This design comes from an exercise in tuning for small area, a short achievable clock period and few clock cycles per item on the open sky130 flow, not from production work.
Function was checked by simulation only, so behaviour that the tests miss may differ from the original.

===== config.mk =====
export PLATFORM = sky130hd
export DESIGN_NAME = pulse_shape_fir
export DESIGN_NICKNAME = pulse_shape_fir
export VERILOG_FILES = /design/flow/design.v
export SDC_FILE = /design/flow/constraint.sdc
export NUM_CORES = 4
export LEC_CHECK = 0
export CAP_MARGIN = 30
export CORE_MARGIN = 2
export CORE_UTILIZATION = 58
export PLACE_DENSITY = 0.7
export SLEW_MARGIN = 35
export SYNTH_HIERARCHICAL = 1

===== constraint.sdc =====
create_clock -name core_clock -period 12.5 [get_ports {clk}]
set_input_delay 2.5000 -clock core_clock [delete_from_list [all_inputs] [get_ports {clk}]]
set_output_delay 2.5000 -clock core_clock [all_outputs]
set_load 0.01 [all_outputs]

===== design.v =====
package fir_pkg;
    localparam int NTAPS = 65;
    localparam int DW    = 16;
    localparam int FRAC  = 13;
    localparam int ACCW  = 38;    
    localparam int CAW   = 7;
    localparam int NLANE = 12;    
endpackage
module fir_sample_line
#(
    parameter int DW    = fir_pkg::DW,
    parameter int DEPTH = 64
) (
    input  logic                clk,
    input  logic                ins,
    input  logic                zero_fb,
    input  logic [DW-1:0]       wr_dat,
    output logic [DEPTH*DW-1:0] taps
);
    logic [DW-1:0] mem_q [DEPTH];
    always_ff @(posedge clk) begin
        if (ins) begin
            mem_q[0] <= wr_dat;
        end else begin
            mem_q[0] <= mem_q[DEPTH-1] & {DW{~zero_fb}};
        end
    end
    for (genvar i = 1; i < DEPTH; i++) begin : g_sh
        always_ff @(posedge clk) begin
            mem_q[i] <= mem_q[i-1];
        end
    end
    for (genvar i = 0; i < DEPTH; i++) begin : g_tap
        assign taps[i*DW +: DW] = mem_q[i];
    end
endmodule
module fir_lane (
    input  logic              clk,
    input  logic [15:0]       x,
    input  logic [7:0]        one,
    input  logic [7:0]        two,
    input  logic [7:0]        neg,
    input  logic              clr_d,
    output logic [37:0]       acc_s,
    output logic [37:0]       acc_c
);
    logic clr_s, nclr_c;    
    logic [37:0] sa, ca;
    logic [37:0] s_d, c_d;
    logic [16:0] xe, xe1;
    logic [16:0] pp0;
    logic [16:0] pp1;
    logic [16:0] pp2;
    logic [16:0] pp3;
    logic [16:0] pp4;
    logic [16:0] pp5;
    logic [16:0] pp6;
    logic [16:0] pp7;
    logic w0, w1, w2, w3, w4, w5, w6, w7, w8, w9, w10, w11, w12, w13, w14, w15, w16, w17, w18, w19, w20, w21, w22, w23, w24, w25, w26, w27, w28, w29, w30, w31, w32, w33, w34, w35, w36, w37, w38, w39, w40, w41, w42, w43, w44, w45, w46, w47, w48, w49, w50, w51, w52, w53, w54, w55, w56, w57, w58, w59, w60, w61, w62, w63, w64, w65, w66, w67, w68, w69, w70, w71, w72, w73, w74, w75, w76, w77, w78, w79, w80, w81, w82, w83, w84, w85, w86, w87, w88, w89, w90, w91, w92, w93, w94, w95, w96, w97, w98, w99, w100, w101, w102, w103, w104, w105, w106, w107, w108, w109, w110, w111, w112, w113, w114, w115, w116, w117, w118, w119, w120, w121, w122, w123, w124, w125, w126, w127, w128, w129, w130, w131, w132, w133, w134, w135, w136, w137, w138, w139, w140, w141, w142, w143, w144, w145, w146, w147, w148, w149, w150, w151, w152, w153, w154, w155, w156, w157, w158, w159, w160, w161, w162, w163, w164, w165, w166, w167, w168, w169, w170, w171, w172, w173, w174, w175, w176, w177, w178, w179, w180, w181, w182, w183, w184, w185, w186, w187, w188, w189, w190, w191, w192, w193, w194, w195, w196, w197, w198, w199, w200, w201, w202, w203, w204, w205, w206, w207, w208, w209, w210, w211, w212, w213, w214, w215, w216, w217, w218, w219, w220, w221, w222, w223, w224, w225, w226, w227, w228, w229, w230, w231, w232, w233, w234, w235, w236, w237, w238, w239, w240, w241, w242, w243, w244, w245, w246, w247, w248, w249, w250, w251, w252, w253, w254, w255, w256, w257, w258, w259, w260, w261, w262, w263, w264, w265, w266, w267, w268, w269, w270, w271, w272, w273, w274, w275, w276, w277, w278, w279, w280, w281, w282, w283, w284, w285, w286, w287, w288, w289, w290, w291, w292, w293, w294, w295, w296, w297, w298, w299, w300, w301, w302, w303, w304, w305, w306, w307, w308, w309, w310, w311, w312, w313, w314, w315, w316, w317, w318, w319, w320, w321, w322, w323, w324, w325, w326, w327, w328, w329, w330, w331, w332, w333, w334, w335, w336, w337, w338, w339, w340, w341, w342, w343, w344, w345, w346, w347;
    assign sa  = acc_s & {38{~clr_s}};
    assign ca  = acc_c & {38{nclr_c}};
    assign xe  = {x[15], x};
    assign xe1 = {x, 1'b0};
    assign pp0[15:0] = ({16{one[0]}} & xe[15:0] | {16{two[0]}} & xe1[15:0]) ^ {16{neg[0]}};
    assign pp0[16]   = ~((one[0] & xe[16] | two[0] & xe1[16]) ^ neg[0]);
    assign pp1[15:0] = ({16{one[1]}} & xe[15:0] | {16{two[1]}} & xe1[15:0]) ^ {16{neg[1]}};
    assign pp1[16]   = ~((one[1] & xe[16] | two[1] & xe1[16]) ^ neg[1]);
    assign pp2[15:0] = ({16{one[2]}} & xe[15:0] | {16{two[2]}} & xe1[15:0]) ^ {16{neg[2]}};
    assign pp2[16]   = ~((one[2] & xe[16] | two[2] & xe1[16]) ^ neg[2]);
    assign pp3[15:0] = ({16{one[3]}} & xe[15:0] | {16{two[3]}} & xe1[15:0]) ^ {16{neg[3]}};
    assign pp3[16]   = ~((one[3] & xe[16] | two[3] & xe1[16]) ^ neg[3]);
    assign pp4[15:0] = ({16{one[4]}} & xe[15:0] | {16{two[4]}} & xe1[15:0]) ^ {16{neg[4]}};
    assign pp4[16]   = ~((one[4] & xe[16] | two[4] & xe1[16]) ^ neg[4]);
    assign pp5[15:0] = ({16{one[5]}} & xe[15:0] | {16{two[5]}} & xe1[15:0]) ^ {16{neg[5]}};
    assign pp5[16]   = ~((one[5] & xe[16] | two[5] & xe1[16]) ^ neg[5]);
    assign pp6[15:0] = ({16{one[6]}} & xe[15:0] | {16{two[6]}} & xe1[15:0]) ^ {16{neg[6]}};
    assign pp6[16]   = ~((one[6] & xe[16] | two[6] & xe1[16]) ^ neg[6]);
    assign pp7[15:0] = ({16{one[7]}} & xe[15:0] | {16{two[7]}} & xe1[15:0]) ^ {16{neg[7]}};
    assign pp7[16]   = ~((one[7] & xe[16] | two[7] & xe1[16]) ^ neg[7]);
    assign w0 = sa[12] ^ ca[12];
    assign w1 = sa[12] & ca[12];
    assign w2 = sa[13] ^ ca[13];
    assign w3 = sa[13] & ca[13];
    assign w5 = (sa[14] & ca[14]) | (sa[14] & neg[7]) | (ca[14] & neg[7]);
    assign w4 = (~w5 & (sa[14] | ca[14] | neg[7])) | (sa[14] & ca[14] & neg[7]);
    assign w6 = pp0[14] ^ pp1[12];
    assign w7 = pp0[14] & pp1[12];
    assign w9 = (sa[15] & ca[15]) | (sa[15] & pp0[15]) | (ca[15] & pp0[15]);
    assign w8 = (~w9 & (sa[15] | ca[15] | pp0[15])) | (sa[15] & ca[15] & pp0[15]);
    assign w10 = pp1[13] ^ pp2[11];
    assign w11 = pp1[13] & pp2[11];
    assign w13 = (sa[16] & ca[16]) | (sa[16] & pp0[16]) | (ca[16] & pp0[16]);
    assign w12 = (~w13 & (sa[16] | ca[16] | pp0[16])) | (sa[16] & ca[16] & pp0[16]);
    assign w14 = pp1[14] ^ pp2[12];
    assign w15 = pp1[14] & pp2[12];
    assign w17 = (sa[17] & ca[17]) | (sa[17] & pp1[15]) | (ca[17] & pp1[15]);
    assign w16 = (~w17 & (sa[17] | ca[17] | pp1[15])) | (sa[17] & ca[17] & pp1[15]);
    assign w18 = sa[18] ^ ca[18];
    assign w19 = sa[18] & ca[18];
    assign w20 = sa[6] ^ ca[6];
    assign w21 = sa[6] & ca[6];
    assign w22 = sa[7] ^ ca[7];
    assign w23 = sa[7] & ca[7];
    assign w25 = (sa[8] & ca[8]) | (sa[8] & neg[4]) | (ca[8] & neg[4]);
    assign w24 = (~w25 & (sa[8] | ca[8] | neg[4])) | (sa[8] & ca[8] & neg[4]);
    assign w26 = pp0[8] ^ pp1[6];
    assign w27 = pp0[8] & pp1[6];
    assign w29 = (sa[9] & ca[9]) | (sa[9] & pp0[9]) | (ca[9] & pp0[9]);
    assign w28 = (~w29 & (sa[9] | ca[9] | pp0[9])) | (sa[9] & ca[9] & pp0[9]);
    assign w30 = pp1[7] ^ pp2[5];
    assign w31 = pp1[7] & pp2[5];
    assign w33 = (sa[10] & ca[10]) | (sa[10] & neg[5]) | (ca[10] & neg[5]);
    assign w32 = (~w33 & (sa[10] | ca[10] | neg[5])) | (sa[10] & ca[10] & neg[5]);
    assign w35 = (pp0[10] & pp1[8]) | (pp0[10] & pp2[6]) | (pp1[8] & pp2[6]);
    assign w34 = (~w35 & (pp0[10] | pp1[8] | pp2[6])) | (pp0[10] & pp1[8] & pp2[6]);
    assign w36 = pp3[4] ^ pp4[2];
    assign w37 = pp3[4] & pp4[2];
    assign w39 = (sa[11] & ca[11]) | (sa[11] & pp0[11]) | (ca[11] & pp0[11]);
    assign w38 = (~w39 & (sa[11] | ca[11] | pp0[11])) | (sa[11] & ca[11] & pp0[11]);
    assign w41 = (pp1[9] & pp2[7]) | (pp1[9] & pp3[5]) | (pp2[7] & pp3[5]);
    assign w40 = (~w41 & (pp1[9] | pp2[7] | pp3[5])) | (pp1[9] & pp2[7] & pp3[5]);
    assign w42 = pp4[3] ^ pp5[1];
    assign w43 = pp4[3] & pp5[1];
    assign w45 = (neg[6] & w0) | (neg[6] & pp0[12]) | (w0 & pp0[12]);
    assign w44 = (~w45 & (neg[6] | w0 | pp0[12])) | (neg[6] & w0 & pp0[12]);
    assign w47 = (pp1[10] & pp2[8]) | (pp1[10] & pp3[6]) | (pp2[8] & pp3[6]);
    assign w46 = (~w47 & (pp1[10] | pp2[8] | pp3[6])) | (pp1[10] & pp2[8] & pp3[6]);
    assign w49 = (pp4[4] & pp5[2]) | (pp4[4] & pp6[0]) | (pp5[2] & pp6[0]);
    assign w48 = (~w49 & (pp4[4] | pp5[2] | pp6[0])) | (pp4[4] & pp5[2] & pp6[0]);
    assign w51 = (w1 & w2) | (w1 & pp0[13]) | (w2 & pp0[13]);
    assign w50 = (~w51 & (w1 | w2 | pp0[13])) | (w1 & w2 & pp0[13]);
    assign w53 = (pp1[11] & pp2[9]) | (pp1[11] & pp3[7]) | (pp2[9] & pp3[7]);
    assign w52 = (~w53 & (pp1[11] | pp2[9] | pp3[7])) | (pp1[11] & pp2[9] & pp3[7]);
    assign w55 = (pp4[5] & pp5[3]) | (pp4[5] & pp6[1]) | (pp5[3] & pp6[1]);
    assign w54 = (~w55 & (pp4[5] | pp5[3] | pp6[1])) | (pp4[5] & pp5[3] & pp6[1]);
    assign w57 = (w3 & pp2[10]) | (w3 & pp3[8]) | (pp2[10] & pp3[8]);
    assign w56 = (~w57 & (w3 | pp2[10] | pp3[8])) | (w3 & pp2[10] & pp3[8]);
    assign w59 = (pp4[6] & pp5[4]) | (pp4[6] & pp6[2]) | (pp5[4] & pp6[2]);
    assign w58 = (~w59 & (pp4[6] | pp5[4] | pp6[2])) | (pp4[6] & pp5[4] & pp6[2]);
    assign w61 = (pp7[0] & w4) | (pp7[0] & w6) | (w4 & w6);
    assign w60 = (~w61 & (pp7[0] | w4 | w6)) | (pp7[0] & w4 & w6);
    assign w63 = (pp3[9] & pp4[7]) | (pp3[9] & pp5[5]) | (pp4[7] & pp5[5]);
    assign w62 = (~w63 & (pp3[9] | pp4[7] | pp5[5])) | (pp3[9] & pp4[7] & pp5[5]);
    assign w65 = (pp6[3] & pp7[1]) | (pp6[3] & w5) | (pp7[1] & w5);
    assign w64 = (~w65 & (pp6[3] | pp7[1] | w5)) | (pp6[3] & pp7[1] & w5);
    assign w67 = (w7 & w10) | (w7 & w8) | (w10 & w8);
    assign w66 = (~w67 & (w7 | w10 | w8)) | (w7 & w10 & w8);
    assign w69 = (pp3[10] & pp4[8]) | (pp3[10] & pp5[6]) | (pp4[8] & pp5[6]);
    assign w68 = (~w69 & (pp3[10] | pp4[8] | pp5[6])) | (pp3[10] & pp4[8] & pp5[6]);
    assign w71 = (pp6[4] & pp7[2]) | (pp6[4] & w11) | (pp7[2] & w11);
    assign w70 = (~w71 & (pp6[4] | pp7[2] | w11)) | (pp6[4] & pp7[2] & w11);
    assign w73 = (w14 & w9) | (w14 & w12) | (w9 & w12);
    assign w72 = (~w73 & (w14 | w9 | w12)) | (w14 & w9 & w12);
    assign w75 = (pp2[13] & pp3[11]) | (pp2[13] & pp4[9]) | (pp3[11] & pp4[9]);
    assign w74 = (~w75 & (pp2[13] | pp3[11] | pp4[9])) | (pp2[13] & pp3[11] & pp4[9]);
    assign w77 = (pp5[7] & pp6[5]) | (pp5[7] & pp7[3]) | (pp6[5] & pp7[3]);
    assign w76 = (~w77 & (pp5[7] | pp6[5] | pp7[3])) | (pp5[7] & pp6[5] & pp7[3]);
    assign w79 = (w15 & w13) | (w15 & w16) | (w13 & w16);
    assign w78 = (~w79 & (w15 | w13 | w16)) | (w15 & w13 & w16);
    assign w81 = (w18 & pp1[16]) | (w18 & pp2[14]) | (pp1[16] & pp2[14]);
    assign w80 = (~w81 & (w18 | pp1[16] | pp2[14])) | (w18 & pp1[16] & pp2[14]);
    assign w83 = (pp3[12] & pp4[10]) | (pp3[12] & pp5[8]) | (pp4[10] & pp5[8]);
    assign w82 = (~w83 & (pp3[12] | pp4[10] | pp5[8])) | (pp3[12] & pp4[10] & pp5[8]);
    assign w85 = (pp6[6] & pp7[4]) | (pp6[6] & w17) | (pp7[4] & w17);
    assign w84 = (~w85 & (pp6[6] | pp7[4] | w17)) | (pp6[6] & pp7[4] & w17);
    assign w87 = (sa[19] & ca[19]) | (sa[19] & w19) | (ca[19] & w19);
    assign w86 = (~w87 & (sa[19] | ca[19] | w19)) | (sa[19] & ca[19] & w19);
    assign w89 = (pp2[15] & pp3[13]) | (pp2[15] & pp4[11]) | (pp3[13] & pp4[11]);
    assign w88 = (~w89 & (pp2[15] | pp3[13] | pp4[11])) | (pp2[15] & pp3[13] & pp4[11]);
    assign w91 = (pp5[9] & pp6[7]) | (pp5[9] & pp7[5]) | (pp6[7] & pp7[5]);
    assign w90 = (~w91 & (pp5[9] | pp6[7] | pp7[5])) | (pp5[9] & pp6[7] & pp7[5]);
    assign w93 = (sa[20] & ca[20]) | (sa[20] & pp2[16]) | (ca[20] & pp2[16]);
    assign w92 = (~w93 & (sa[20] | ca[20] | pp2[16])) | (sa[20] & ca[20] & pp2[16]);
    assign w95 = (pp3[14] & pp4[12]) | (pp3[14] & pp5[10]) | (pp4[12] & pp5[10]);
    assign w94 = (~w95 & (pp3[14] | pp4[12] | pp5[10])) | (pp3[14] & pp4[12] & pp5[10]);
    assign w96 = pp6[8] ^ pp7[6];
    assign w97 = pp6[8] & pp7[6];
    assign w99 = (sa[21] & ca[21]) | (sa[21] & pp3[15]) | (ca[21] & pp3[15]);
    assign w98 = (~w99 & (sa[21] | ca[21] | pp3[15])) | (sa[21] & ca[21] & pp3[15]);
    assign w101 = (pp4[13] & pp5[11]) | (pp4[13] & pp6[9]) | (pp5[11] & pp6[9]);
    assign w100 = (~w101 & (pp4[13] | pp5[11] | pp6[9])) | (pp4[13] & pp5[11] & pp6[9]);
    assign w103 = (sa[22] & ca[22]) | (sa[22] & pp3[16]) | (ca[22] & pp3[16]);
    assign w102 = (~w103 & (sa[22] | ca[22] | pp3[16])) | (sa[22] & ca[22] & pp3[16]);
    assign w104 = pp4[14] ^ pp5[12];
    assign w105 = pp4[14] & pp5[12];
    assign w107 = (sa[23] & ca[23]) | (sa[23] & pp4[15]) | (ca[23] & pp4[15]);
    assign w106 = (~w107 & (sa[23] | ca[23] | pp4[15])) | (sa[23] & ca[23] & pp4[15]);
    assign w108 = sa[24] ^ ca[24];
    assign w109 = sa[24] & ca[24];
    assign w110 = sa[2] ^ ca[2];
    assign w111 = sa[2] & ca[2];
    assign w112 = sa[3] ^ ca[3];
    assign w113 = sa[3] & ca[3];
    assign w115 = (sa[4] & ca[4]) | (sa[4] & neg[2]) | (ca[4] & neg[2]);
    assign w114 = (~w115 & (sa[4] | ca[4] | neg[2])) | (sa[4] & ca[4] & neg[2]);
    assign w116 = pp0[4] ^ pp1[2];
    assign w117 = pp0[4] & pp1[2];
    assign w119 = (sa[5] & ca[5]) | (sa[5] & pp0[5]) | (ca[5] & pp0[5]);
    assign w118 = (~w119 & (sa[5] | ca[5] | pp0[5])) | (sa[5] & ca[5] & pp0[5]);
    assign w120 = pp1[3] ^ pp2[1];
    assign w121 = pp1[3] & pp2[1];
    assign w123 = (neg[3] & w20) | (neg[3] & pp0[6]) | (w20 & pp0[6]);
    assign w122 = (~w123 & (neg[3] | w20 | pp0[6])) | (neg[3] & w20 & pp0[6]);
    assign w125 = (pp1[4] & pp2[2]) | (pp1[4] & pp3[0]) | (pp2[2] & pp3[0]);
    assign w124 = (~w125 & (pp1[4] | pp2[2] | pp3[0])) | (pp1[4] & pp2[2] & pp3[0]);
    assign w127 = (w21 & w22) | (w21 & pp0[7]) | (w22 & pp0[7]);
    assign w126 = (~w127 & (w21 | w22 | pp0[7])) | (w21 & w22 & pp0[7]);
    assign w129 = (pp1[5] & pp2[3]) | (pp1[5] & pp3[1]) | (pp2[3] & pp3[1]);
    assign w128 = (~w129 & (pp1[5] | pp2[3] | pp3[1])) | (pp1[5] & pp2[3] & pp3[1]);
    assign w131 = (w23 & pp2[4]) | (w23 & pp3[2]) | (pp2[4] & pp3[2]);
    assign w130 = (~w131 & (w23 | pp2[4] | pp3[2])) | (w23 & pp2[4] & pp3[2]);
    assign w133 = (pp4[0] & w24) | (pp4[0] & w26) | (w24 & w26);
    assign w132 = (~w133 & (pp4[0] | w24 | w26)) | (pp4[0] & w24 & w26);
    assign w135 = (pp3[3] & pp4[1]) | (pp3[3] & w25) | (pp4[1] & w25);
    assign w134 = (~w135 & (pp3[3] | pp4[1] | w25)) | (pp3[3] & pp4[1] & w25);
    assign w137 = (w27 & w30) | (w27 & w28) | (w30 & w28);
    assign w136 = (~w137 & (w27 | w30 | w28)) | (w27 & w30 & w28);
    assign w139 = (pp5[0] & w32) | (pp5[0] & w31) | (w32 & w31);
    assign w138 = (~w139 & (pp5[0] | w32 | w31)) | (pp5[0] & w32 & w31);
    assign w141 = (w36 & w29) | (w36 & w34) | (w29 & w34);
    assign w140 = (~w141 & (w36 | w29 | w34)) | (w36 & w29 & w34);
    assign w143 = (w33 & w37) | (w33 & w42) | (w37 & w42);
    assign w142 = (~w143 & (w33 | w37 | w42)) | (w33 & w37 & w42);
    assign w145 = (w35 & w38) | (w35 & w40) | (w38 & w40);
    assign w144 = (~w145 & (w35 | w38 | w40)) | (w35 & w38 & w40);
    assign w147 = (w43 & w39) | (w43 & w41) | (w39 & w41);
    assign w146 = (~w147 & (w43 | w39 | w41)) | (w43 & w39 & w41);
    assign w149 = (w44 & w46) | (w44 & w48) | (w46 & w48);
    assign w148 = (~w149 & (w44 | w46 | w48)) | (w44 & w46 & w48);
    assign w151 = (w45 & w47) | (w45 & w49) | (w47 & w49);
    assign w150 = (~w151 & (w45 | w47 | w49)) | (w45 & w47 & w49);
    assign w153 = (w50 & w52) | (w50 & w54) | (w52 & w54);
    assign w152 = (~w153 & (w50 | w52 | w54)) | (w50 & w52 & w54);
    assign w155 = (w51 & w53) | (w51 & w55) | (w53 & w55);
    assign w154 = (~w155 & (w51 | w53 | w55)) | (w51 & w53 & w55);
    assign w157 = (w56 & w58) | (w56 & w60) | (w58 & w60);
    assign w156 = (~w157 & (w56 | w58 | w60)) | (w56 & w58 & w60);
    assign w159 = (w57 & w59) | (w57 & w62) | (w59 & w62);
    assign w158 = (~w159 & (w57 | w59 | w62)) | (w57 & w59 & w62);
    assign w161 = (w64 & w61) | (w64 & w66) | (w61 & w66);
    assign w160 = (~w161 & (w64 | w61 | w66)) | (w64 & w61 & w66);
    assign w163 = (w63 & w65) | (w63 & w68) | (w65 & w68);
    assign w162 = (~w163 & (w63 | w65 | w68)) | (w63 & w65 & w68);
    assign w165 = (w70 & w67) | (w70 & w72) | (w67 & w72);
    assign w164 = (~w165 & (w70 | w67 | w72)) | (w70 & w67 & w72);
    assign w167 = (w69 & w74) | (w69 & w76) | (w74 & w76);
    assign w166 = (~w167 & (w69 | w74 | w76)) | (w69 & w74 & w76);
    assign w169 = (w71 & w73) | (w71 & w78) | (w73 & w78);
    assign w168 = (~w169 & (w71 | w73 | w78)) | (w71 & w73 & w78);
    assign w171 = (w75 & w77) | (w75 & w80) | (w77 & w80);
    assign w170 = (~w171 & (w75 | w77 | w80)) | (w75 & w77 & w80);
    assign w173 = (w82 & w79) | (w82 & w84) | (w79 & w84);
    assign w172 = (~w173 & (w82 | w79 | w84)) | (w82 & w79 & w84);
    assign w175 = (w86 & w81) | (w86 & w83) | (w81 & w83);
    assign w174 = (~w175 & (w86 | w81 | w83)) | (w86 & w81 & w83);
    assign w177 = (w88 & w90) | (w88 & w85) | (w90 & w85);
    assign w176 = (~w177 & (w88 | w90 | w85)) | (w88 & w90 & w85);
    assign w179 = (w87 & w96) | (w87 & w89) | (w96 & w89);
    assign w178 = (~w179 & (w87 | w96 | w89)) | (w87 & w96 & w89);
    assign w181 = (w91 & w92) | (w91 & w94) | (w92 & w94);
    assign w180 = (~w181 & (w91 | w92 | w94)) | (w91 & w92 & w94);
    assign w183 = (pp7[7] & w97) | (pp7[7] & w93) | (w97 & w93);
    assign w182 = (~w183 & (pp7[7] | w97 | w93)) | (pp7[7] & w97 & w93);
    assign w185 = (w95 & w98) | (w95 & w100) | (w98 & w100);
    assign w184 = (~w185 & (w95 | w98 | w100)) | (w95 & w98 & w100);
    assign w187 = (pp6[10] & pp7[8]) | (pp6[10] & w104) | (pp7[8] & w104);
    assign w186 = (~w187 & (pp6[10] | pp7[8] | w104)) | (pp6[10] & pp7[8] & w104);
    assign w189 = (w99 & w101) | (w99 & w102) | (w101 & w102);
    assign w188 = (~w189 & (w99 | w101 | w102)) | (w99 & w101 & w102);
    assign w191 = (pp5[13] & pp6[11]) | (pp5[13] & pp7[9]) | (pp6[11] & pp7[9]);
    assign w190 = (~w191 & (pp5[13] | pp6[11] | pp7[9])) | (pp5[13] & pp6[11] & pp7[9]);
    assign w193 = (w105 & w103) | (w105 & w106) | (w103 & w106);
    assign w192 = (~w193 & (w105 | w103 | w106)) | (w105 & w103 & w106);
    assign w195 = (w108 & pp4[16]) | (w108 & pp5[14]) | (pp4[16] & pp5[14]);
    assign w194 = (~w195 & (w108 | pp4[16] | pp5[14])) | (w108 & pp4[16] & pp5[14]);
    assign w197 = (pp6[12] & pp7[10]) | (pp6[12] & w107) | (pp7[10] & w107);
    assign w196 = (~w197 & (pp6[12] | pp7[10] | w107)) | (pp6[12] & pp7[10] & w107);
    assign w199 = (sa[25] & ca[25]) | (sa[25] & w109) | (ca[25] & w109);
    assign w198 = (~w199 & (sa[25] | ca[25] | w109)) | (sa[25] & ca[25] & w109);
    assign w201 = (pp5[15] & pp6[13]) | (pp5[15] & pp7[11]) | (pp6[13] & pp7[11]);
    assign w200 = (~w201 & (pp5[15] | pp6[13] | pp7[11])) | (pp5[15] & pp6[13] & pp7[11]);
    assign w203 = (sa[26] & ca[26]) | (sa[26] & pp5[16]) | (ca[26] & pp5[16]);
    assign w202 = (~w203 & (sa[26] | ca[26] | pp5[16])) | (sa[26] & ca[26] & pp5[16]);
    assign w204 = pp6[14] ^ pp7[12];
    assign w205 = pp6[14] & pp7[12];
    assign w207 = (sa[27] & ca[27]) | (sa[27] & pp6[15]) | (ca[27] & pp6[15]);
    assign w206 = (~w207 & (sa[27] | ca[27] | pp6[15])) | (sa[27] & ca[27] & pp6[15]);
    assign w208 = sa[28] ^ ca[28];
    assign w209 = sa[28] & ca[28];
    assign w210 = sa[0] ^ ca[0];
    assign w211 = sa[0] & ca[0];
    assign w212 = sa[1] ^ ca[1];
    assign w213 = sa[1] & ca[1];
    assign w215 = (neg[1] & w110) | (neg[1] & pp0[2]) | (w110 & pp0[2]);
    assign w214 = (~w215 & (neg[1] | w110 | pp0[2])) | (neg[1] & w110 & pp0[2]);
    assign w217 = (w111 & w112) | (w111 & pp0[3]) | (w112 & pp0[3]);
    assign w216 = (~w217 & (w111 | w112 | pp0[3])) | (w111 & w112 & pp0[3]);
    assign w219 = (w113 & pp2[0]) | (w113 & w114) | (pp2[0] & w114);
    assign w218 = (~w219 & (w113 | pp2[0] | w114)) | (w113 & pp2[0] & w114);
    assign w221 = (w115 & w117) | (w115 & w120) | (w117 & w120);
    assign w220 = (~w221 & (w115 | w117 | w120)) | (w115 & w117 & w120);
    assign w223 = (w121 & w119) | (w121 & w122) | (w119 & w122);
    assign w222 = (~w223 & (w121 | w119 | w122)) | (w121 & w119 & w122);
    assign w225 = (w123 & w125) | (w123 & w126) | (w125 & w126);
    assign w224 = (~w225 & (w123 | w125 | w126)) | (w123 & w125 & w126);
    assign w227 = (w127 & w129) | (w127 & w130) | (w129 & w130);
    assign w226 = (~w227 & (w127 | w129 | w130)) | (w127 & w129 & w130);
    assign w229 = (w131 & w134) | (w131 & w133) | (w134 & w133);
    assign w228 = (~w229 & (w131 | w134 | w133)) | (w131 & w134 & w133);
    assign w231 = (w135 & w138) | (w135 & w137) | (w138 & w137);
    assign w230 = (~w231 & (w135 | w138 | w137)) | (w135 & w138 & w137);
    assign w233 = (w139 & w142) | (w139 & w141) | (w142 & w141);
    assign w232 = (~w233 & (w139 | w142 | w141)) | (w139 & w142 & w141);
    assign w235 = (w143 & w145) | (w143 & w146) | (w145 & w146);
    assign w234 = (~w235 & (w143 | w145 | w146)) | (w143 & w145 & w146);
    assign w237 = (w147 & w149) | (w147 & w150) | (w149 & w150);
    assign w236 = (~w237 & (w147 | w149 | w150)) | (w147 & w149 & w150);
    assign w239 = (w151 & w153) | (w151 & w154) | (w153 & w154);
    assign w238 = (~w239 & (w151 | w153 | w154)) | (w151 & w153 & w154);
    assign w241 = (w155 & w158) | (w155 & w157) | (w158 & w157);
    assign w240 = (~w241 & (w155 | w158 | w157)) | (w155 & w158 & w157);
    assign w243 = (w159 & w162) | (w159 & w161) | (w162 & w161);
    assign w242 = (~w243 & (w159 | w162 | w161)) | (w159 & w162 & w161);
    assign w245 = (w163 & w166) | (w163 & w165) | (w166 & w165);
    assign w244 = (~w245 & (w163 | w166 | w165)) | (w163 & w166 & w165);
    assign w247 = (w167 & w170) | (w167 & w172) | (w170 & w172);
    assign w246 = (~w247 & (w167 | w170 | w172)) | (w167 & w170 & w172);
    assign w249 = (w171 & w174) | (w171 & w173) | (w174 & w173);
    assign w248 = (~w249 & (w171 | w174 | w173)) | (w171 & w174 & w173);
    assign w251 = (w175 & w178) | (w175 & w180) | (w178 & w180);
    assign w250 = (~w251 & (w175 | w178 | w180)) | (w175 & w178 & w180);
    assign w253 = (w179 & w181) | (w179 & w182) | (w181 & w182);
    assign w252 = (~w253 & (w179 | w181 | w182)) | (w179 & w181 & w182);
    assign w255 = (w183 & w186) | (w183 & w185) | (w186 & w185);
    assign w254 = (~w255 & (w183 | w186 | w185)) | (w183 & w186 & w185);
    assign w257 = (w190 & w187) | (w190 & w189) | (w187 & w189);
    assign w256 = (~w257 & (w190 | w187 | w189)) | (w190 & w187 & w189);
    assign w259 = (w191 & w194) | (w191 & w193) | (w194 & w193);
    assign w258 = (~w259 & (w191 | w194 | w193)) | (w191 & w194 & w193);
    assign w261 = (w198 & w195) | (w198 & w200) | (w195 & w200);
    assign w260 = (~w261 & (w198 | w195 | w200)) | (w198 & w195 & w200);
    assign w263 = (w199 & w204) | (w199 & w201) | (w204 & w201);
    assign w262 = (~w263 & (w199 | w204 | w201)) | (w199 & w204 & w201);
    assign w265 = (pp7[13] & w205) | (pp7[13] & w203) | (w205 & w203);
    assign w264 = (~w265 & (pp7[13] | w205 | w203)) | (pp7[13] & w205 & w203);
    assign w267 = (w208 & pp6[16]) | (w208 & pp7[14]) | (pp6[16] & pp7[14]);
    assign w266 = (~w267 & (w208 | pp6[16] | pp7[14])) | (w208 & pp6[16] & pp7[14]);
    assign w269 = (sa[29] & ca[29]) | (sa[29] & w209) | (ca[29] & w209);
    assign w268 = (~w269 & (sa[29] | ca[29] | w209)) | (sa[29] & ca[29] & w209);
    assign w270 = sa[30] ^ ca[30];
    assign w271 = sa[30] & ca[30];
    assign w272 = neg[0] ^ w210;
    assign w273 = neg[0] & w210;
    assign w275 = (w211 & w212) | (w211 & pp0[1]) | (w212 & pp0[1]);
    assign w274 = (~w275 & (w211 | w212 | pp0[1])) | (w211 & w212 & pp0[1]);
    assign w277 = (w213 & pp1[0]) | (w213 & w214) | (pp1[0] & w214);
    assign w276 = (~w277 & (w213 | pp1[0] | w214)) | (w213 & pp1[0] & w214);
    assign w279 = (pp1[1] & w215) | (pp1[1] & w216) | (w215 & w216);
    assign w278 = (~w279 & (pp1[1] | w215 | w216)) | (pp1[1] & w215 & w216);
    assign w281 = (w116 & w217) | (w116 & w218) | (w217 & w218);
    assign w280 = (~w281 & (w116 | w217 | w218)) | (w116 & w217 & w218);
    assign w283 = (w118 & w219) | (w118 & w220) | (w219 & w220);
    assign w282 = (~w283 & (w118 | w219 | w220)) | (w118 & w219 & w220);
    assign w285 = (w124 & w221) | (w124 & w222) | (w221 & w222);
    assign w284 = (~w285 & (w124 | w221 | w222)) | (w124 & w221 & w222);
    assign w287 = (w128 & w223) | (w128 & w224) | (w223 & w224);
    assign w286 = (~w287 & (w128 | w223 | w224)) | (w128 & w223 & w224);
    assign w289 = (w132 & w225) | (w132 & w226) | (w225 & w226);
    assign w288 = (~w289 & (w132 | w225 | w226)) | (w132 & w225 & w226);
    assign w291 = (w227 & w136) | (w227 & w228) | (w136 & w228);
    assign w290 = (~w291 & (w227 | w136 | w228)) | (w227 & w136 & w228);
    assign w293 = (w140 & w229) | (w140 & w230) | (w229 & w230);
    assign w292 = (~w293 & (w140 | w229 | w230)) | (w140 & w229 & w230);
    assign w295 = (w144 & w231) | (w144 & w232) | (w231 & w232);
    assign w294 = (~w295 & (w144 | w231 | w232)) | (w144 & w231 & w232);
    assign w297 = (w148 & w233) | (w148 & w234) | (w233 & w234);
    assign w296 = (~w297 & (w148 | w233 | w234)) | (w148 & w233 & w234);
    assign w299 = (w152 & w235) | (w152 & w236) | (w235 & w236);
    assign w298 = (~w299 & (w152 | w235 | w236)) | (w152 & w235 & w236);
    assign w301 = (w237 & w156) | (w237 & w238) | (w156 & w238);
    assign w300 = (~w301 & (w237 | w156 | w238)) | (w237 & w156 & w238);
    assign w303 = (w239 & w160) | (w239 & w240) | (w160 & w240);
    assign w302 = (~w303 & (w239 | w160 | w240)) | (w239 & w160 & w240);
    assign w305 = (w164 & w241) | (w164 & w242) | (w241 & w242);
    assign w304 = (~w305 & (w164 | w241 | w242)) | (w164 & w241 & w242);
    assign w307 = (w168 & w243) | (w168 & w244) | (w243 & w244);
    assign w306 = (~w307 & (w168 | w243 | w244)) | (w168 & w243 & w244);
    assign w309 = (w169 & w245) | (w169 & w246) | (w245 & w246);
    assign w308 = (~w309 & (w169 | w245 | w246)) | (w169 & w245 & w246);
    assign w311 = (w176 & w248) | (w176 & w247) | (w248 & w247);
    assign w310 = (~w311 & (w176 | w248 | w247)) | (w176 & w248 & w247);
    assign w313 = (w177 & w250) | (w177 & w249) | (w250 & w249);
    assign w312 = (~w313 & (w177 | w250 | w249)) | (w177 & w250 & w249);
    assign w315 = (w184 & w252) | (w184 & w251) | (w252 & w251);
    assign w314 = (~w315 & (w184 | w252 | w251)) | (w184 & w252 & w251);
    assign w317 = (w188 & w253) | (w188 & w254) | (w253 & w254);
    assign w316 = (~w317 & (w188 | w253 | w254)) | (w188 & w253 & w254);
    assign w319 = (w192 & w255) | (w192 & w256) | (w255 & w256);
    assign w318 = (~w319 & (w192 | w255 | w256)) | (w192 & w255 & w256);
    assign w321 = (w196 & w257) | (w196 & w258) | (w257 & w258);
    assign w320 = (~w321 & (w196 | w257 | w258)) | (w196 & w257 & w258);
    assign w323 = (w197 & w260) | (w197 & w259) | (w260 & w259);
    assign w322 = (~w323 & (w197 | w260 | w259)) | (w197 & w260 & w259);
    assign w325 = (w202 & w261) | (w202 & w262) | (w261 & w262);
    assign w324 = (~w325 & (w202 | w261 | w262)) | (w202 & w261 & w262);
    assign w327 = (w206 & w263) | (w206 & w264) | (w263 & w264);
    assign w326 = (~w327 & (w206 | w263 | w264)) | (w206 & w263 & w264);
    assign w329 = (w207 & w266) | (w207 & w265) | (w266 & w265);
    assign w328 = (~w329 & (w207 | w266 | w265)) | (w207 & w266 & w265);
    assign w331 = (pp7[15] & w268) | (pp7[15] & w267) | (w268 & w267);
    assign w330 = (~w331 & (pp7[15] | w268 | w267)) | (pp7[15] & w268 & w267);
    assign w333 = (w270 & pp7[16]) | (w270 & w269) | (pp7[16] & w269);
    assign w332 = (~w333 & (w270 | pp7[16] | w269)) | (w270 & pp7[16] & w269);
    assign w335 = (sa[31] & ca[31]) | (sa[31] & w271) | (ca[31] & w271);
    assign w334 = (~w335 & (sa[31] | ca[31] | w271)) | (sa[31] & ca[31] & w271);
    assign w336 = sa[32] ^ ca[32];
    assign w337 = sa[32] & ca[32];
    assign w338 = sa[33] ^ ca[33];
    assign w339 = sa[33] & ca[33];
    assign w340 = sa[34] ^ ca[34];
    assign w341 = sa[34] & ca[34];
    assign w342 = sa[35] ^ ca[35];
    assign w343 = sa[35] & ca[35];
    assign w344 = sa[36] ^ ca[36];
    assign w345 = sa[36] & ca[36];
    assign w346 = sa[37] ^ ca[37];
    assign w347 = sa[37] & ca[37];
    assign s_d[0] = w272;
    assign c_d[0] = pp0[0];
    assign s_d[1] = w274;
    assign c_d[1] = w273;
    assign s_d[2] = w276;
    assign c_d[2] = w275;
    assign s_d[3] = w278;
    assign c_d[3] = w277;
    assign s_d[4] = w280;
    assign c_d[4] = w279;
    assign s_d[5] = w282;
    assign c_d[5] = w281;
    assign s_d[6] = w284;
    assign c_d[6] = w283;
    assign s_d[7] = w286;
    assign c_d[7] = w285;
    assign s_d[8] = w288;
    assign c_d[8] = w287;
    assign s_d[9] = w290;
    assign c_d[9] = w289;
    assign s_d[10] = w292;
    assign c_d[10] = w291;
    assign s_d[11] = w294;
    assign c_d[11] = w293;
    assign s_d[12] = w296;
    assign c_d[12] = w295;
    assign s_d[13] = w298;
    assign c_d[13] = w297;
    assign s_d[14] = w300;
    assign c_d[14] = w299;
    assign s_d[15] = w302;
    assign c_d[15] = w301;
    assign s_d[16] = w304;
    assign c_d[16] = w303;
    assign s_d[17] = w306;
    assign c_d[17] = w305;
    assign s_d[18] = w308;
    assign c_d[18] = w307;
    assign s_d[19] = w310;
    assign c_d[19] = w309;
    assign s_d[20] = w312;
    assign c_d[20] = w311;
    assign s_d[21] = w314;
    assign c_d[21] = w313;
    assign s_d[22] = w316;
    assign c_d[22] = w315;
    assign s_d[23] = w318;
    assign c_d[23] = w317;
    assign s_d[24] = w320;
    assign c_d[24] = w319;
    assign s_d[25] = w322;
    assign c_d[25] = w321;
    assign s_d[26] = w324;
    assign c_d[26] = w323;
    assign s_d[27] = w326;
    assign c_d[27] = w325;
    assign s_d[28] = w328;
    assign c_d[28] = w327;
    assign s_d[29] = w330;
    assign c_d[29] = w329;
    assign s_d[30] = w332;
    assign c_d[30] = w331;
    assign s_d[31] = w334;
    assign c_d[31] = w333;
    assign s_d[32] = w336;
    assign c_d[32] = w335;
    assign s_d[33] = w338;
    assign c_d[33] = w337;
    assign s_d[34] = w340;
    assign c_d[34] = w339;
    assign s_d[35] = w342;
    assign c_d[35] = w341;
    assign s_d[36] = w344;
    assign c_d[36] = w343;
    assign s_d[37] = w346;
    assign c_d[37] = w345;
    always_ff @(posedge clk) begin
        clr_s  <= clr_d;
        nclr_c <= ~clr_d;
        acc_s <= s_d;
        acc_c <= c_d;
    end
endmodule
module fir_lane2 (
    input  logic              clk,
    input  logic [15:0]       x0,
    input  logic [15:0]       x1,
    input  logic [7:0]        one_d,
    input  logic [7:0]        two_d,
    input  logic [7:0]        neg_d,
    input  logic              clr0_d,
    input  logic              clr1_d,
    output logic [37:0]       acc_s0,
    output logic [37:0]       acc_c0,
    output logic [37:0]       acc_s1,
    output logic [37:0]       acc_c1
);
    logic [7:0] one, two, neg;
    always_ff @(posedge clk) begin
        one <= one_d;
        two <= two_d;
        neg <= neg_d;
    end
    fir_lane u_l0 (.clk(clk), .x(x0), .one(one), .two(two), .neg(neg), .clr_d(clr0_d), .acc_s(acc_s0), .acc_c(acc_c0));
    fir_lane u_l1 (.clk(clk), .x(x1), .one(one), .two(two), .neg(neg), .clr_d(clr1_d), .acc_s(acc_s1), .acc_c(acc_c1));
endmodule
import fir_pkg::*;
module pulse_shape_fir #(
    parameter int NTAPS = fir_pkg::NTAPS,
    parameter int DW    = fir_pkg::DW,
    parameter int ACCW  = fir_pkg::ACCW
) (
    input  logic                    clk,
    input  logic                    reset_n,
    input  logic [DW-1:0]           sample_in,
    input  logic                    sample_valid,
    output logic                    ready,
    output logic [fir_pkg::CAW-1:0] coef_addr,
    input  logic [DW-1:0]           coef_in,
    output logic [DW-1:0]           y_out,
    output logic                    y_valid,
    output logic                    sample_drop
);
    localparam int M  = fir_pkg::NLANE;
    localparam int KH = 22;                         
    localparam logic [KH-1:0] KBIAS = 22'h3faaab;    
    logic [5:0]       r_q, r_d;        
    logic [6:0]       k_q, k_d;        
    logic             win_q, win_d;    
    logic             open_q, open_d;  
    logic             ready_q, ready_d;
    logic             fw_q, fw_d;      
    logic [6:0]       n_q, n_d;        
    logic [5:0]       m_q, m_d;        
    logic             drop_q;
    logic             boot_q;          
    logic [6:0]       kn_q, k_o;
    logic             rdyn_q, ready_o;
    logic             slot_q, slot_d;  
    logic             stv_q, stv_d;    
    logic [DW-1:0]    stg_q;
    logic             acc, ins, zero_fb;
    logic [6:0]       rn;
    logic [DW-1:0]    ring_in;
    assign acc     = ready_q & sample_valid;
    assign ins     = slot_q & (stv_q | sample_valid);
    assign ring_in = stv_q ? stg_q : sample_in;
    assign rn      = {1'b0, r_q} + n_q;
    assign zero_fb = ~rn[6];
    for (genvar v = 0; v < 2; v++) begin : g_nx
        logic [5:0] r_v;
        logic [6:0] k_v;
        logic       win_v, open_v, fw_v;
        logic [5:0] m_v;
        logic [6:0] n_v;
        logic       slot_v, stv_v, ready_v, ins_v, acc_v, start_v;
        logic [38:0] nx;
        always_comb begin
            acc_v   = ready_q & (v == 1);
            ins_v   = slot_q & (stv_q | (v == 1));
            r_v     = ins_v ? 6'd0 : r_q + 6'd1;
            start_v = ~ins_v & (r_q == 6'(M - 1));
            k_v     = k_q;
            win_v   = win_q;
            open_v  = open_q;
            fw_v    = fw_q;
            m_v     = m_q;
            n_v     = n_q;
            if (ins_v) begin
                m_v = m_q + 6'd1;
                if (!n_q[6]) n_v = n_q + 7'd1;
            end
            if (slot_q & ~ins_v) open_v = 1'b0;
            if (win_q) begin
                if (k_q == 7'd0) win_v = 1'b0;
                else             k_v   = k_q - 7'd1;
            end
            if (boot_q) begin
                r_v    = 6'd0;
                k_v    = 7'(M);
                win_v  = 1'b1;
                open_v = 1'b1;
                m_v    = 6'd0;
                fw_v   = 1'b1;
            end else if (start_v) begin
                k_v    = 7'd64;
                win_v  = 1'b1;
                open_v = 1'b1;
                m_v    = 6'd0;
                fw_v   = (n_q == 7'd0);
            end
            slot_v  = win_v & open_v & (k_v != 7'd0) & (k_v <= 7'(M));
            stv_v   = ins_v ? (stv_q & acc_v) : (stv_q | acc_v);
            ready_v = ~stv_v | slot_v;
            nx      = {r_v, k_v, win_v, open_v, fw_v, m_v, n_v, slot_v, stv_v, ready_v};
        end
    end
    assign {r_d, k_d, win_d, open_d, fw_d, m_d, n_d, slot_d, stv_d, ready_d} =
        sample_valid ? g_nx[1].nx : g_nx[0].nx;
    always_ff @(posedge clk or negedge reset_n) begin
        if (!reset_n) begin
            boot_q  <= 1'b1;
            r_q     <= '0;
            kn_q    <= '1;
            k_o     <= '0;
            win_q   <= 1'b0;
            open_q  <= 1'b0;
            slot_q  <= 1'b0;
            stv_q   <= 1'b0;
            rdyn_q  <= 1'b1;
            ready_o <= 1'b0;
            fw_q    <= 1'b1;
            n_q     <= '0;
            m_q     <= '0;
            drop_q  <= 1'b0;
        end else begin
            boot_q  <= 1'b0;
            r_q     <= r_d;
            kn_q    <= ~k_d;
            k_o     <= k_d;
            win_q   <= win_d;
            open_q  <= open_d;
            slot_q  <= slot_d;
            stv_q   <= stv_d;
            rdyn_q  <= ~ready_d;
            ready_o <= ready_d;
            fw_q    <= fw_d;
            n_q     <= n_d;
            m_q     <= m_d;
            drop_q  <= sample_valid & ~ready_q;
        end
    end
    always_ff @(posedge clk) begin
        if (acc & ~(ins & ~stv_q)) stg_q <= sample_in;
    end
    assign k_q         = ~kn_q;
    assign ready_q     = ~rdyn_q;
    assign ready       = ready_o;
    assign coef_addr   = k_o;
    assign sample_drop = drop_q;
    logic [64*DW-1:0] taps;
    fir_sample_line #(.DW(DW), .DEPTH(64)) u_line (
        .clk     (clk),
        .ins     (ins),
        .zero_fb (zero_fb),
        .wr_dat  (ring_in),
        .taps    (taps)
    );
    logic [DW-1:0] coef_q;
    logic [6:0]    k1_q;
    logic          w1_q, fw1_q;
    logic [7:0]    one_d, two_d, neg_d;
    logic [M-1:0]  clr_d;
    logic [16:0]   cx;
    assign cx = {coef_q, 1'b0};
    always_comb begin
        for (int i = 0; i < 8; i++) begin
            one_d[i] = w1_q & (cx[2*i+1] ^ cx[2*i]);
            two_d[i] = w1_q & ((cx[2*i+2] & ~cx[2*i+1] & ~cx[2*i]) | (~cx[2*i+2] & cx[2*i+1] & cx[2*i]));
            neg_d[i] = w1_q & cx[2*i+2] & ~(cx[2*i+1] & cx[2*i]);
        end
        for (int j = 0; j < M; j++) begin
            clr_d[j] = w1_q & ((k1_q == 7'd64) | (fw1_q & (k1_q == 7'(j))));
        end
    end
    always_ff @(posedge clk or negedge reset_n) begin
        if (!reset_n) begin
            w1_q <= 1'b0;
        end else begin
            w1_q <= win_q;
        end
    end
    always_ff @(posedge clk) begin
        coef_q <= coef_in;
        k1_q   <= k_q;
        fw1_q  <= fw_q;
    end
    logic [ACCW-1:0] acc_s [M];
    logic [ACCW-1:0] acc_c [M];
    for (genvar p = 0; p < M / 2; p++) begin : g_pair
        fir_lane2 u_pair (
            .clk    (clk),
            .x0     (taps[(M+1-2*p)*DW +: DW]),
            .x1     (taps[(M-2*p)*DW +: DW]),
            .one_d  (one_d),
            .two_d  (two_d),
            .neg_d  (neg_d),
            .clr0_d (clr_d[2*p]),
            .clr1_d (clr_d[2*p+1]),
            .acc_s0 (acc_s[2*p]),
            .acc_c0 (acc_c[2*p]),
            .acc_s1 (acc_s[2*p+1]),
            .acc_c1 (acc_c[2*p+1])
        );
    end
    logic          p1_q, p2_q;
    logic [M-1:0]  rsel_q;
    logic [5:0]    mrd_q;
    logic          fwr_q;
    logic [M-1:0]  rvm;
    logic          rv_q;
    logic [ACCW-1:0] rs_d, rc_d;
    logic [KH-1:0] cn_q, cn_d;
    logic [ACCW-1:0] cst, tot;
    logic [ACCW-1:0] t_s, t_c;
    logic [ACCW-FRAC-1:0] rnd;
    logic [DW-1:0] y_q, y_d;
    logic          yv_q;
    logic [ACCW-FRAC-1:0] rnd_q;
    always_comb begin
        rs_d = '0;
        rc_d = '0;
        for (int j = 0; j < M; j++) begin
            rs_d = rs_d | (acc_s[j] & {ACCW{rsel_q[j]}});
            rc_d = rc_d | (acc_c[j] & {ACCW{rsel_q[j]}});
            rvm[j] = rsel_q[j] & (6'(j) < mrd_q);
        end
        if (p2_q) cn_d = fwr_q ? KBIAS : KH'(KBIAS * 65);
        else           cn_d = cn_q + (fwr_q ? KH'(KBIAS * 2) : KBIAS);
    end
    always_ff @(posedge clk or negedge reset_n) begin
        if (!reset_n) begin
            p1_q   <= 1'b0;
            p2_q   <= 1'b0;
            rsel_q <= '0;
            rv_q   <= 1'b0;
            yv_q   <= 1'b0;
            y_q    <= '0;
        end else begin
            p1_q   <= win_q & (k_q == 7'd0);
            p2_q   <= p1_q;
            rsel_q <= {rsel_q[M-2:0], p2_q};
            rv_q   <= |rvm;
            yv_q   <= rv_q;
            if (rv_q) y_q <= y_d;
        end
    end
    always_ff @(posedge clk) begin
        if (win_q & (k_q == 7'd0)) begin
            mrd_q <= m_q;
            fwr_q <= fw_q;
        end
        cn_q <= cn_d;
        rnd_q <= tot[ACCW-1:FRAC];
    end
    assign cst = {cn_q, 16'h1000};
    assign t_s = rs_d ^ rc_d ^ cst;
    assign t_c = {(rs_d[ACCW-2:0] & rc_d[ACCW-2:0]) | (rs_d[ACCW-2:0] & cst[ACCW-2:0]) | (rc_d[ACCW-2:0] & cst[ACCW-2:0]), 1'b0};
    assign tot = t_s + t_c;
    assign rnd = rnd_q;
    always_comb begin
        if (!rnd[ACCW-FRAC-1] && (|rnd[ACCW-FRAC-2:DW-1]))      y_d = {1'b0, {(DW-1){1'b1}}};
        else if (rnd[ACCW-FRAC-1] && !(&rnd[ACCW-FRAC-2:DW-1])) y_d = {1'b1, {(DW-1){1'b0}}};
        else                                                    y_d = rnd[DW-1:0];
    end
    assign y_out   = y_q;
    assign y_valid = yv_q;
endmodule

===== flow/run.sh =====
#!/bin/bash
set -uo pipefail
source flow/knobs.sh
sed 's/yosys synth -nofsm -noshare/yosys synth -nofsm -noshare -noabc/' synth_recipe.tcl > my_synth.tcl
bash standard.sh SYNTH_SCRIPT=$PWD/my_synth.tcl SETUP_SLACK_MARGIN=$REPAIR_MARGIN_NS TNS_END_PERCENT=$TNS_PCT \
  MATCH_CELL_FOOTPRINT=0 MAX_REPAIR_ANTENNAS_ITER_DRT=$ANT_ITERS MAX_REPAIR_ANTENNAS_ITER_GRT=$ANT_ITERS "BUFFER_PORTS_ARGS=-buffer_cell $PORT_BUF" finish > flow_make.log 2>&1
rc=$?
tail -30 flow_make.log
exit $rc

===== flow/knobs.sh =====
REPAIR_MARGIN_NS=8.8
TNS_PCT=100
PORT_BUF=sky130_fd_sc_hd__buf_4
ANT_ITERS=15

===== standard.sh =====
#!/bin/bash
# synth_recipe.tcl (not shown) runs the flow's synth.tcl, then flattens the netlist and writes it again
# the make line also repeats each setting of config.mk as NAME=value (left out here)
make -C /OpenROAD-flow-scripts/flow DESIGN_CONFIG=/design/flow/config.mk WORK_HOME=/design/flow/orfs CLKGATE_MAP_FILE= SYNTH_SCRIPT=/design/flow/synth_recipe.tcl "${@:-finish}"

==> impl.org <==
** Critical path
- CP max FO :: 60
- Biggest cell delay along the critical path :: 0.44 ns
- Worst r2r dst :: rnd_q[13]$_DFF_P_
- The kind of cell with the highest combined delay along the critical path is compound AO/OA/AOI/OAI gates.
- For the worst setup path, the data required time is 13.22 ns.
- Start-to-end type of the worst setup path :: register to register
- Depth of the worst register-to-register path :: 16
- Nature of the critical path endpoint :: register
- RR Startpoint :: rsel_q[11]$_DFF_PN0_
- STA classifies the critical path startpoint as a register.
- Together, buffers and inverters on the worst path number 4.
- STA puts the critical path data arrival time at 4.90 ns.
- Traced cell by cell, the critical path runs through buf_12 -> buf_16 -> a221oi_4 -> nand3_2 -> ha_4 -> ha_4 -> o21ai_4 -> o21bai_4 -> a21oi_2 -> a211o_1 -> o211a_4 -> o31ai_4 -> buf_6 -> a41o_1 -> buf_6 -> a221oi_2.
- Among all stages on the critical path, the largest delay is contributed by a221oi_4.

** Synth
- Ranked by total cell area, the synthesized netlist is headed by dfxtp_1, fa_1, xnor2_1, a22oi_1, ha_1.
- Total of flip-flops plus latches after synthesis :: 2273
- The synthesized design spends more area on one cell type than any other, namely dfxtp_1.
- Share of async-settable or async-resettable flops after synthesis :: 3.30%
- Total number of yosys warnings :: 13
- Number of synthesized flops with an enable pin :: 23
- Syn avg cell area :: 12.4 um2
- Primary FF master, synth :: dfxtp_1
- Post-synthesis sequential area ratio :: 34.0%
- Number of standard cells after synthesis :: 10933
- Synthesized cell area :: 136000 um2
- Post-Syn Nets :: 13151
- The top cell type by area accounts for 32.1% of the synthesized area.
- Count of unique library cells instantiated by Yosys :: 82

** Routing
- DRC violation count after routing :: 0
- TritonRoute pass-1 iters :: 7
- The final route contains 94699 vias.
- After detailed routing, the average wire length per cell comes to 40.1 um.
- Count of antenna-violating nets left after detailed routing :: 0
- After detailed routing, the number of vias per cell comes to 6.83.
- After detailed routing, the total wire length is 556000 um.
- Iteration-0 DRC Markers :: 12119

** Clocking
- Buffers inserted during clock tree synthesis total 230.
- Latest clock arrival within the worst-skew pair :: 0.94 ns
- Clock input transition at the sequential cells of the worst setup and hold paths :: 0.06 ns
- TritonCTS built the clock tree.
- The tree built by TritonCTS fans out to 2273 sinks.
- Number of levels in the clock H-tree :: 4
- CTS placed an instance of clkbuf_16 at the clock tree root.
- Hold buffer count at cts :: 0
- Maximum clock insertion buffer count :: 3

** Timing
- The max-slew violation count was 0.
- The tightest hold path in the finished design has a slack of 0.301 ns.
- On the final layout, the worst clock skew is 0.106 ns.
- Period minus WS final :: 4.18 ns
- Setup violations remaining at the end of the flow were counted as 0.
- Part of the cycle the worst path needs :: 33.4%
- At the pin with the least slew margin, the transition time is 1.15 ns.
- Adding up every negative setup slack in the final design gives 0 ns.
- Hold violation total from the final report :: 0
- Derived from the worst setup path, the maximum achievable clock frequency is 239 MHz.
- Headroom to the max-slew limit came out at 23.1%.
- RSZ-0062 raised after global routing :: true

** Final layout
- Net count, final :: 12738
- After filler insertion, the fill cell instance count of the layout stands at 17518.
- Fraction of layout cells with a size suffix above 1 :: 13.7%
- From synthesis to final layout, the design area changed by 7.65%.
- Summing all multi-input logic gate instances after layout gives 82700 um2.
- Storage element area :: 46400 um2

** Min path
- In this run the worst hold path is classified as register to register.
- Counting instances, the worst hold path has a depth of 0.
- Worst hold path startpoint :: u_line.mem_q[28][13]$_DFF_P_
- For hold timing, the worst endpoint is u_line.mem_q[29][13]$_DFF_P_.

** Floorplanning
- The die covers 238000 um2.
- Row generation in the floorplan step produced 177 rows.
- Core area :: 233000 um2
- I/O pin cnt :: 61
- The die is 487 um wide.
- Initial cell density of the core :: 58.3%
- Die Height :: 487 um

** Global route
- Number of global-route vias before repair :: 96803
- Global routing consumed, on the met1 layer, 56.6% of the routing resources.
- Global routing's busiest layer :: met2
- For met2 alone, demand over resource in global routing was 65.9%.
- Largest net degree at the start of global routing :: 70
- Global routing consumed, over all layers together, 46.7% of the routing resources.
- The total overflow left after global routing is 0.
- The first global-routing pass estimated 771000 um of wire.
- Antenna violations before repair :: 140
- Global routing consumed, on the met3 layer, 18.9% of the routing resources.

** Place
- Number of buffers added on ports :: 60
- The HPWL after detailed placement is 403000 um.
- Final weighted congestion in routability-driven placement :: 1.09

** Run status
- Result of the run :: timing/DRC/antenna clean

** Job
- Max-cap violations in this run came to 0.
-- timing repair --
item / CTS / global route
setup endpoints to repair: 197 / 155
cloned: 16 / 2
buffers inserted: 60 / 19
gates resized for setup: 271 / 156
hold endpoints to repair: 0 / 0
pin swaps: 62 / 44
-- per-module statistics from Yosys, one instance, submodules excluded, excerpt --
module	copies in the design	cells	flops+latches	area (um2)
pulse_shape_fir	1	1553	169	14000
fir_lane	12	680	78	8150
fir_lane2	6	24	24	480
-- per-layer routing --
metal	routed length, um	part of all wire (%)
met1	197000	35
met2	230000	41
met3	75700	14
met4	52800	9.5
met5	965	0.17
-- flip-flops by register name (all words and copies together), names as in the netlist, 12 cells and up --
signal and cells:
g_pair.u_pair.u_l1.acc_c 228, g_pair.u_pair.two 48, y_q 16, g_pair.u_pair.u_l0.acc_c 228, g_pair.u_pair.one 48, rnd_q 25, stg_q 16, coef_q 16
g_pair.u_pair.u_l0.acc_s 228, u_line.mem_q 1024, rsel_q 12, cn_q 22, g_pair.u_pair.neg 48, g_pair.u_pair.u_l1.acc_s 228
-- synth_stat cells, types with 222 or more instances --
library cell,n
nor2b_1,468
a22oi_2,264
buf_6,291
xnor2_1,1575
a221oi_1,223
buf_2,301
a22oi_1,1188
a22o_1,222
ha_1,446
fa_1,1737
and2_1,467
dfxtp_1,2175
-- how the worst max path moves through the flow --
stage / startpoint / end / slack, ns / cells past startpoint
2_1_floorplan: rsel_q[0]$_DFF_PN0_ / rnd_q[21]$_DFF_P_ / 8.77 / 16
3_3_place_gp: rsel_q[0]$_DFF_PN0_ / rnd_q[24]$_DFF_P_ / 7.09 / 15
3_5_place_dp: rsel_q[0]$_DFF_PN0_ / rnd_q[24]$_DFF_P_ / 7.08 / 15
4_1_cts: rsel_q[0]$_DFF_PN0_ / rnd_q[17]$_DFF_P_ / 8.41 / 16
5_1_grt: rsel_q[10]$_DFF_PN0_ / rnd_q[20]$_DFF_P_ / 8.30 / 14
6_report: rsel_q[11]$_DFF_PN0_ / rnd_q[13]$_DFF_P_ / 8.32 / 16
-- area by class of cell --
class	instances	area share, %
Timing Repair Buffer	422	2.97
Clock inverter	112	1.10
Antenna cell	114	0.195
Clock buffer	315	4.47
Tap cell	3043	2.61
Timing Repair inverter	1	0.00343
Inverter	60	0.157
Sequential cell	2273	31.8
Multi-Input combinational cell	7532	56.7
-- layout by cell type, fill, tap and decap left out, drive strengths merged, types with 205 or more instances in the layout --
| cell | netlist | layout |
|---|---|---|
| clkbuf | 260 | 334 |
| nand2 | 205 | 205 |
| buf | 808 | 403 |
| a221oi | 223 | 223 |
| xnor2 | 1575 | 1575 |
| a22oi | 1452 | 1452 |
| ha | 446 | 446 |
| and2 | 467 | 467 |
| fa | 1737 | 1737 |
| a22o | 222 | 222 |
| nor2b | 468 | 468 |
| dfxtp | 2175 | 2175 |
-- stage by stage --
stage | setup WS, ns | utilization [%] | cells | instance area, um2
floorplan | 8.77 | - | 10933 | 136000
global placement | 7.09 | 57.8 | 13231 | 134000
detailed placement | 7.08 | 57.8 | 13234 | 134000
CTS | 8.41 | 62.3 | 13737 | 145000
global route | 8.30 | 62.7 | 13780 | 146000
finish | 8.32 | 62.8 | 13872 | 146000
-- kinds of logic after synthesis --
family	share of synthesized area [%]
compound gates	13.4
mux	0.149
other cells	0.00277
flops	34.0
simple gates	5.90
buf+inv	5.79
fa+ha+maj	29.8
xor+xnor	11.0
Testbench counts, summed over its fixed seeds: cycles 5,712, items 960.

==> re-timing with driven ports <==
The flow's constraints put no driver on any port. The routed layout listed below was extracted and timed again, unchanged, in two steps.
Step 1 assumes that a clkbuf_16 drives the clock port and a buf_2 every other input.
Step 2 also shifts input and output timing later by t, the mid clock arrival at the registers, as if the neighbouring blocks saw the same clock.
a / b / c = no drivers / after step 1 / after step 2; a / b = the first two.
t (ns): 1.003
slack for setup (ns): 8.322 / 8.322 / 8.098
hold slack, ns: 0.301 / 0.301 / 0.301
After both steps setup and hold are still met in this run. For this run, drivers alone change the setup slack by 0.000 ns; drivers and shift together by -0.224 ns.
